This design comes from an exercise in tuning for small area on the open sky130 flow, not from production work.
Only simulation tests tie the RTL to the original design; equivalence was not proved.

==> inputs of run a <==
==> flow/design.v (excerpt) <==
module regfile_2w_scoreboard #(
    parameter int DATA_W   = 32,
    parameter int ADDR_W   = 5,
    parameter int ZERO_REG = 1,
    parameter int BYPASS   = 1
) (
    input  logic              clk,
    input  logic              reset,
    input  logic [ADDR_W-1:0] rd_addr1,
    input  logic [ADDR_W-1:0] rd_addr2,
    output logic [DATA_W-1:0] rd_data1,
    output logic [DATA_W-1:0] rd_data2,
    output logic              rd_busy1,
    output logic              rd_busy2,
    input  logic              wr_en_a,
    input  logic [ADDR_W-1:0] wr_addr_a,
    input  logic [DATA_W-1:0] wr_data_a,
    input  logic              wr_en_b,
    input  logic [ADDR_W-1:0] wr_addr_b,
    input  logic [DATA_W-1:0] wr_data_b,
    input  logic              claim_en,
    input  logic [ADDR_W-1:0] claim_addr,
    output logic              collision
);
Settings: LEC_CHECK=0, CAP_MARGIN=10, CELL_PAD_IN_SITES_DETAIL_PLACEMENT=2, CELL_PAD_IN_SITES_GLOBAL_PLACEMENT=2, CORE_MARGIN=2, CORE_UTILIZATION=30, SETUP_SLACK_MARGIN=0.3, SLEW_MARGIN=10, SYNTH_HIERARCHICAL=1, SYNTH_MINIMUM_KEEP_SIZE=0; clock period 7.0 ns.
run.sh (not shown) runs the stock make flow with config.mk's settings and CLKGATE_MAP_FILE= SYNTH_SCRIPT=/design/flow/synth_recipe.tcl, a recipe that flattens the netlist after the stock synthesis.
==> inputs of run b, as changes to run a <==
--- a/flow/design.v
+++ b/flow/design.v
@@ -20,12 +20,13 @@
     input  logic [DATA_W-1:0] wr_data_b,
     input  logic              claim_en,
     input  logic [ADDR_W-1:0] claim_addr,
     output logic              collision
 );
     localparam int DEPTH = 1 << ADDR_W;
+    localparam int NT    = DEPTH + 1;           
     logic [DATA_W-1:0] regs [1:DEPTH-1];
     logic [DATA_W-1:0] regs_nxt [1:DEPTH-1];
     logic [DEPTH-1:1]  pend, pend_nxt;
     logic [DEPTH-1:1]  valid, valid_nxt;
     logic [DEPTH-1:1]  wa, wb, cl;
     logic [DEPTH-1:1]  s_a, s_h;
@@ -50,44 +51,46 @@
                 .da(wr_data_a[b]), .db(wr_data_b[b]), .q(regs[i][b]),
                 .d(regs_nxt[i][b])
             );
         end
     end
     logic [ADDR_W-1:0] ra [2];
-    logic [DEPTH-1:1]  dsel [2];
-    logic [DEPTH-1:1]  rsel [2];
-    logic              r_nhit [2], r_sa [2], r_sb [2];
+    logic [NT-1:0]     rsel [2];
+    logic [DEPTH-1:0]  psel [2];
+    logic [DEPTH-1:0]  pterm [2];
     logic              rbusy [2];
     assign ra[0] = rd_addr1;
     assign ra[1] = rd_addr2;
     for (genvar p = 0; p < 2; p++) begin : g_rport
-        logic hit_a, hit_b, hit_c, preg;
-        logic [3:0] unused_lo;
-        logic [7:0] unused_hi;
+        logic hit_a, hit_b, hit_c, hit;
         assign hit_a = we_a && (wr_addr_a == ra[p]);
         assign hit_b = we_b && (wr_addr_b == ra[p]);
         assign hit_c = claim_en && (claim_addr == ra[p]) && (ra[p] != '0);
-        assign r_nhit[p] = !(hit_a || hit_b);
-        assign r_sb[p]   = hit_b;
-        assign r_sa[p]   = hit_a && !hit_b;
-        rf_dec u_dec (.en(1'b1), .ad(ra[p]), .y(dsel[p]), .lo_n(unused_lo), .hi_n(unused_hi));
+        assign hit   = hit_a || hit_b;
+        assign rsel[p][0] = hit_b;
+        assign rsel[p][1] = hit_a && !hit_b;
+        logic [3:0] unused_lo;
+        logic [7:0] unused_hi;
+        rf_dec u_dec (.en(!hit), .ad(ra[p]), .y(psel[p][DEPTH-1:1]), .lo_n(unused_lo), .hi_n(unused_hi));
         for (genvar i = 1; i < DEPTH; i++) begin : g_sel
-            rf_and2 u_v (.a(dsel[p][i]), .b(valid[i]), .x(rsel[p][i]));
-        end
-        rf_aomux #(.N(DEPTH - 1)) u_busy (.sel(dsel[p]), .src(pend), .y(preg));
-        assign rbusy[p] = r_nhit[p] ? preg : hit_c;
+            rf_and2 u_v (.a(psel[p][i]), .b(valid[i]), .x(rsel[p][i + 1]));
+        end
+        assign psel[p][0]  = hit;
+        assign pterm[p][0] = hit_c;
+        assign pterm[p][DEPTH-1:1] = pend;
+        rf_aomux #(.N(DEPTH)) u_busy (.sel(psel[p]), .src(pterm[p]), .y(rbusy[p]));
     end
     for (genvar b = 0; b < DATA_W; b++) begin : g_rbit
-        logic [DEPTH-1:1] src;
+        logic [NT-1:0] src;
+        assign src[0] = wr_data_b[b];
+        assign src[1] = wr_data_a[b];
         for (genvar i = 1; i < DEPTH; i++) begin : g_src
-            assign src[i] = regs[i][b];
-        end
-        rf_rbit u_r1 (.sel(rsel[0]), .src(src), .nhit(r_nhit[0]), .sa(r_sa[0]), .sb(r_sb[0]),
-                      .da(wr_data_a[b]), .db(wr_data_b[b]), .y(rd_data1[b]));
-        rf_rbit u_r2 (.sel(rsel[1]), .src(src), .nhit(r_nhit[1]), .sa(r_sa[1]), .sb(r_sb[1]),
-                      .da(wr_data_a[b]), .db(wr_data_b[b]), .y(rd_data2[b]));
+            assign src[i + 1] = regs[i][b];
+        end
+        rf_aomux #(.N(NT)) u_r1 (.sel(rsel[0]), .src(src), .y(rd_data1[b]));
+        rf_aomux #(.N(NT)) u_r2 (.sel(rsel[1]), .src(src), .y(rd_data2[b]));
     end
     assign rd_busy1 = rbusy[0];
     assign rd_busy2 = rbusy[1];
     always_ff @(posedge clk) begin
         for (int i = 1; i < DEPTH; i++) regs[i] <= regs_nxt[i];
     end
@@ -122,29 +125,12 @@
     for (genvar k = 0; k < 8; k++) begin : g_hi
         rf_nand4 u_hi (.a(en), .b(ad[4] == k[2]), .c(ad[3] == k[1]), .d(ad[2] == k[0]), .y(hi_n[k]));
     end
     for (genvar i = 1; i < 32; i++) begin : g_y
         rf_nor2 u_y (.a(lo_n[i % 4]), .b(hi_n[i / 4]), .y(y[i]));
     end
-endmodule
-module rf_rbit (
-    input  logic [31:1] sel,
-    input  logic [31:1] src,
-    input  logic        nhit, sa, sb, da, db,
-    output logic        y
-);
-    logic [2:0] z;
-    rf_aoterms #(.N(31)) u_t (.sel(sel), .src(src), .z(z));
-    rf_rfin u_f (.z(z), .nhit(nhit), .sa(sa), .sb(sb), .da(da), .db(db), .y(y));
-endmodule
-module rf_rfin (
-    input  logic [2:0] z,
-    input  logic       nhit, sa, sb, da, db,
-    output logic       y
-);
-    assign y = (|z & nhit) | (sa & da) | (sb & db);
 endmodule
 module rf_aomux #(
     parameter int N = 33
 ) (
     input  logic [N-1:0] sel,
     input  logic [N-1:0] src,
@@ -176,37 +162,12 @@
         localparam int LO = 4 * k;
         localparam int HI = (4 * k + 3 < NG) ? 4 * k + 3 : NG - 1;
         rf_nand #(.N(HI - LO + 1)) u_n (.a(g[HI:LO]), .y(z[k]));
     end
     assign y = |z;
 endmodule
-module rf_aoterms #(
-    parameter int N = 31
-) (
-    input  logic [N-1:0] sel,
-    input  logic [N-1:0] src,
-    output logic [2:0]   z
-);
-    localparam int NG = (N + 2) / 3;
-    logic [NG-1:0] g;
-    for (genvar k = 0; k < NG; k++) begin : g_grp
-        if (3 * k + 2 < N) begin : g_3
-            rf_aoi222 u_g (
-                .a1(sel[3*k]),   .a2(src[3*k]),
-                .b1(sel[3*k+1]), .b2(src[3*k+1]),
-                .c1(sel[3*k+2]), .c2(src[3*k+2]),
-                .y(g[k])
-            );
-        end else begin : g_1
-            rf_nand2 u_g (.a(sel[3*k]), .b(src[3*k]), .y(g[k]));
-        end
-    end
-    rf_nand #(.N(4)) u_n0 (.a(g[3:0]),  .y(z[0]));
-    rf_nand #(.N(4)) u_n1 (.a(g[7:4]),  .y(z[1]));
-    rf_nand #(.N(3)) u_n2 (.a(g[10:8]), .y(z[2]));
-endmodule
 module rf_aoi222 (
     input  logic a1, a2, b1, b2, c1, c2,
     output logic y
 );
     assign y = ~((a1 & a2) | (b1 & b2) | (c1 & c2));
 endmodule
--- a/flow/config.mk
+++ b/flow/config.mk
@@ -6,11 +6,17 @@
 export NUM_CORES = 4
 export LEC_CHECK = 0
 export CAP_MARGIN = 10
 export CELL_PAD_IN_SITES_DETAIL_PLACEMENT = 2
 export CELL_PAD_IN_SITES_GLOBAL_PLACEMENT = 2
 export CORE_MARGIN = 2
-export CORE_UTILIZATION = 30
-export SETUP_SLACK_MARGIN = 0.3
+export CORE_UTILIZATION = 35
+export CTS_BUF_LIST = sky130_fd_sc_hd__clkbuf_8
+export CTS_CLUSTER_DIAMETER = 80
+export CTS_CLUSTER_SIZE = 20
+export GPL_TIMING_DRIVEN = 0
+export MIN_ROUTING_LAYER = met2
+export PLACE_DENSITY = 0.55
+export SETUP_SLACK_MARGIN = 0.1
 export SLEW_MARGIN = 10
 export SYNTH_HIERARCHICAL = 1
 export SYNTH_MINIMUM_KEEP_SIZE = 0
==> inputs of run c, as changes to run a <==
--- a/flow/design.v
+++ b/flow/design.v
@@ -20,12 +20,13 @@
     input  logic [DATA_W-1:0] wr_data_b,
     input  logic              claim_en,
     input  logic [ADDR_W-1:0] claim_addr,
     output logic              collision
 );
     localparam int DEPTH = 1 << ADDR_W;
+    localparam int NT    = DEPTH + 1;           
     logic [DATA_W-1:0] regs [1:DEPTH-1];
     logic [DATA_W-1:0] regs_nxt [1:DEPTH-1];
     logic [DEPTH-1:1]  pend, pend_nxt;
     logic [DEPTH-1:1]  valid, valid_nxt;
     logic [DEPTH-1:1]  wa, wb, cl;
     logic [DEPTH-1:1]  s_a, s_h;
@@ -50,44 +51,46 @@
                 .da(wr_data_a[b]), .db(wr_data_b[b]), .q(regs[i][b]),
                 .d(regs_nxt[i][b])
             );
         end
     end
     logic [ADDR_W-1:0] ra [2];
-    logic [DEPTH-1:1]  dsel [2];
-    logic [DEPTH-1:1]  rsel [2];
-    logic              r_nhit [2], r_sa [2], r_sb [2];
+    logic [NT-1:0]     rsel [2];
+    logic [DEPTH-1:0]  psel [2];
+    logic [DEPTH-1:0]  pterm [2];
     logic              rbusy [2];
     assign ra[0] = rd_addr1;
     assign ra[1] = rd_addr2;
     for (genvar p = 0; p < 2; p++) begin : g_rport
-        logic hit_a, hit_b, hit_c, preg;
-        logic [3:0] unused_lo;
-        logic [7:0] unused_hi;
+        logic hit_a, hit_b, hit_c, hit;
         assign hit_a = we_a && (wr_addr_a == ra[p]);
         assign hit_b = we_b && (wr_addr_b == ra[p]);
         assign hit_c = claim_en && (claim_addr == ra[p]) && (ra[p] != '0);
-        assign r_nhit[p] = !(hit_a || hit_b);
-        assign r_sb[p]   = hit_b;
-        assign r_sa[p]   = hit_a && !hit_b;
-        rf_dec u_dec (.en(1'b1), .ad(ra[p]), .y(dsel[p]), .lo_n(unused_lo), .hi_n(unused_hi));
+        assign hit   = hit_a || hit_b;
+        assign rsel[p][0] = hit_b;
+        assign rsel[p][1] = hit_a && !hit_b;
+        logic [3:0] unused_lo;
+        logic [7:0] unused_hi;
+        rf_dec u_dec (.en(!hit), .ad(ra[p]), .y(psel[p][DEPTH-1:1]), .lo_n(unused_lo), .hi_n(unused_hi));
         for (genvar i = 1; i < DEPTH; i++) begin : g_sel
-            rf_and2 u_v (.a(dsel[p][i]), .b(valid[i]), .x(rsel[p][i]));
-        end
-        rf_aomux #(.N(DEPTH - 1)) u_busy (.sel(dsel[p]), .src(pend), .y(preg));
-        assign rbusy[p] = r_nhit[p] ? preg : hit_c;
+            rf_and2 u_v (.a(psel[p][i]), .b(valid[i]), .x(rsel[p][i + 1]));
+        end
+        assign psel[p][0]  = hit;
+        assign pterm[p][0] = hit_c;
+        assign pterm[p][DEPTH-1:1] = pend;
+        rf_aomux #(.N(DEPTH)) u_busy (.sel(psel[p]), .src(pterm[p]), .y(rbusy[p]));
     end
     for (genvar b = 0; b < DATA_W; b++) begin : g_rbit
-        logic [DEPTH-1:1] src;
+        logic [NT-1:0] src;
+        assign src[0] = wr_data_b[b];
+        assign src[1] = wr_data_a[b];
         for (genvar i = 1; i < DEPTH; i++) begin : g_src
-            assign src[i] = regs[i][b];
-        end
-        rf_rbit u_r1 (.sel(rsel[0]), .src(src), .nhit(r_nhit[0]), .sa(r_sa[0]), .sb(r_sb[0]),
-                      .da(wr_data_a[b]), .db(wr_data_b[b]), .y(rd_data1[b]));
-        rf_rbit u_r2 (.sel(rsel[1]), .src(src), .nhit(r_nhit[1]), .sa(r_sa[1]), .sb(r_sb[1]),
-                      .da(wr_data_a[b]), .db(wr_data_b[b]), .y(rd_data2[b]));
+            assign src[i + 1] = regs[i][b];
+        end
+        rf_aomux #(.N(NT)) u_r1 (.sel(rsel[0]), .src(src), .y(rd_data1[b]));
+        rf_aomux #(.N(NT)) u_r2 (.sel(rsel[1]), .src(src), .y(rd_data2[b]));
     end
     assign rd_busy1 = rbusy[0];
     assign rd_busy2 = rbusy[1];
     always_ff @(posedge clk) begin
         for (int i = 1; i < DEPTH; i++) regs[i] <= regs_nxt[i];
     end
@@ -122,29 +125,12 @@
     for (genvar k = 0; k < 8; k++) begin : g_hi
         rf_nand4 u_hi (.a(en), .b(ad[4] == k[2]), .c(ad[3] == k[1]), .d(ad[2] == k[0]), .y(hi_n[k]));
     end
     for (genvar i = 1; i < 32; i++) begin : g_y
         rf_nor2 u_y (.a(lo_n[i % 4]), .b(hi_n[i / 4]), .y(y[i]));
     end
-endmodule
-module rf_rbit (
-    input  logic [31:1] sel,
-    input  logic [31:1] src,
-    input  logic        nhit, sa, sb, da, db,
-    output logic        y
-);
-    logic [2:0] z;
-    rf_aoterms #(.N(31)) u_t (.sel(sel), .src(src), .z(z));
-    rf_rfin u_f (.z(z), .nhit(nhit), .sa(sa), .sb(sb), .da(da), .db(db), .y(y));
-endmodule
-module rf_rfin (
-    input  logic [2:0] z,
-    input  logic       nhit, sa, sb, da, db,
-    output logic       y
-);
-    assign y = (|z & nhit) | (sa & da) | (sb & db);
 endmodule
 module rf_aomux #(
     parameter int N = 33
 ) (
     input  logic [N-1:0] sel,
     input  logic [N-1:0] src,
@@ -176,37 +162,12 @@
         localparam int LO = 4 * k;
         localparam int HI = (4 * k + 3 < NG) ? 4 * k + 3 : NG - 1;
         rf_nand #(.N(HI - LO + 1)) u_n (.a(g[HI:LO]), .y(z[k]));
     end
     assign y = |z;
 endmodule
-module rf_aoterms #(
-    parameter int N = 31
-) (
-    input  logic [N-1:0] sel,
-    input  logic [N-1:0] src,
-    output logic [2:0]   z
-);
-    localparam int NG = (N + 2) / 3;
-    logic [NG-1:0] g;
-    for (genvar k = 0; k < NG; k++) begin : g_grp
-        if (3 * k + 2 < N) begin : g_3
-            rf_aoi222 u_g (
-                .a1(sel[3*k]),   .a2(src[3*k]),
-                .b1(sel[3*k+1]), .b2(src[3*k+1]),
-                .c1(sel[3*k+2]), .c2(src[3*k+2]),
-                .y(g[k])
-            );
-        end else begin : g_1
-            rf_nand2 u_g (.a(sel[3*k]), .b(src[3*k]), .y(g[k]));
-        end
-    end
-    rf_nand #(.N(4)) u_n0 (.a(g[3:0]),  .y(z[0]));
-    rf_nand #(.N(4)) u_n1 (.a(g[7:4]),  .y(z[1]));
-    rf_nand #(.N(3)) u_n2 (.a(g[10:8]), .y(z[2]));
-endmodule
 module rf_aoi222 (
     input  logic a1, a2, b1, b2, c1, c2,
     output logic y
 );
     assign y = ~((a1 & a2) | (b1 & b2) | (c1 & c2));
 endmodule
==> flow/config.mk (replaced) <==
export PLATFORM = sky130hd
export DESIGN_NAME = regfile_2w_scoreboard
export DESIGN_NICKNAME = regfile_2w_scoreboard
export VERILOG_FILES = /design/flow/design.v
export SDC_FILE = /design/flow/constraint.sdc
export NUM_CORES = 4
export LEC_CHECK = 0
export CAP_MARGIN = 10
export CELL_PAD_IN_SITES_DETAIL_PLACEMENT = 3
export CELL_PAD_IN_SITES_GLOBAL_PLACEMENT = 3
export CORE_MARGIN = 2
export CORE_UTILIZATION = 40
export CTS_BUF_LIST = sky130_fd_sc_hd__clkbuf_8
export PLACE_DENSITY = 0.62
export SETUP_SLACK_MARGIN = 0.1
export SLEW_MARGIN = 10
export SYNTH_HIERARCHICAL = 1
export SYNTH_MINIMUM_KEEP_SIZE = 0
==> qor summary <==
| metric | run a | run c | run b |
|---|---|---|---|
| Number of warnings reported in the yosys synthesis log | 22 | 19 | 19 |
| Fraction of synthesized cell area in xor and xnor cells | 0.614% | 0.620% | 0.620% |
| Number of buffers added to fix hold violations after cts | 0 | - | 0 |
| Height of the die | 400 um | 345 um | 369 um |
| Total clock buffers created by CTS | 131 | - | 72 |
| Syn_area_per_cell | 10.1 um2 | 10.3 um2 | 10.3 um2 |
| Outcome | no timing/DRC/antenna violations | aborted with a tool error | aborted with a tool error |
| Stage where the flow stopped | - | detailed placement | global routing |
| Part of the Yosys area used for sequential elements | 45.6% | 46.0% | 46.0% |
| Area share of the largest cell type after synthesis | 42.2% | 42.6% | 42.6% |
| Library cell used as clock root buffer | sky130_fd_sc_hd__clkbuf_16 | - | sky130_fd_sc_hd__clkbuf_8 |
| Routability-driven placement congestion ratio | 0.899 | 1.02 | 1.02 |
| Initial cell density of the core | 30.2% | 40.2% | 35.4% |
| # clock sinks | 1055 | - | 1055 |
| Number of cells upsized or downsized after cts | 0 | - | 185 |
| Synthesized netlist cell count | 4650 | 4521 | 4521 |
| Rows | 145 | 125 | 133 |
| Maximum clock insertion buffer count | 3 | - | 3 |
| Post-detailed-placement cell area | 55200 um2 | - | 56600 um2 |
| Post-synthesis mux area share | 0.0479% | 0% | 0% |
| Number of setup buffers added after CTS | 0 | - | 70 |
| Post-DP HPWL | 196 mm | 234 mm | 220 mm |
| Total number of H-tree levels | 4 | - | 3 |
| Total placed cells including tap cells | 7202 | - | 6706 |
| Worst slack at placement | 335 ps | - | -1860 ps |
| Post-synth design cell area | 47100 um2 | 46600 um2 | 46600 um2 |
| Share of synthesized cell area in and, or, nand and nor gates | 7.94% | 7.81% | 7.81% |

-- afterwards: timing with drivers on the ports --
Ports are ideal in the flow. The routed layout listed here was re-timed in OpenROAD.
Step 1 assumes that a clkbuf_16 drives the clock port and a buf_2 every other input.
Step 2 moves the port delays by t, midway between the first and last clock arrival at a register: inputs arrive t later, outputs are due t later. That takes back most of the time a late clock gives input paths.
Slacks: ideal ports / drivers / drivers and shift; pairs: ideal ports / drivers.
run: run a
t, ns: 0.847
setup WS [ns]: 0.210 / 0.185 / 0.185
hold WS [ns]: 0.483 / 0.483 / 0.483
worst setup path at the end: input to output
cell pins on the clock port's net: 1
After both steps run a still meets setup and hold. The setup slack of run a moves by -0.025 ns with the drivers and by -0.025 ns with both steps.
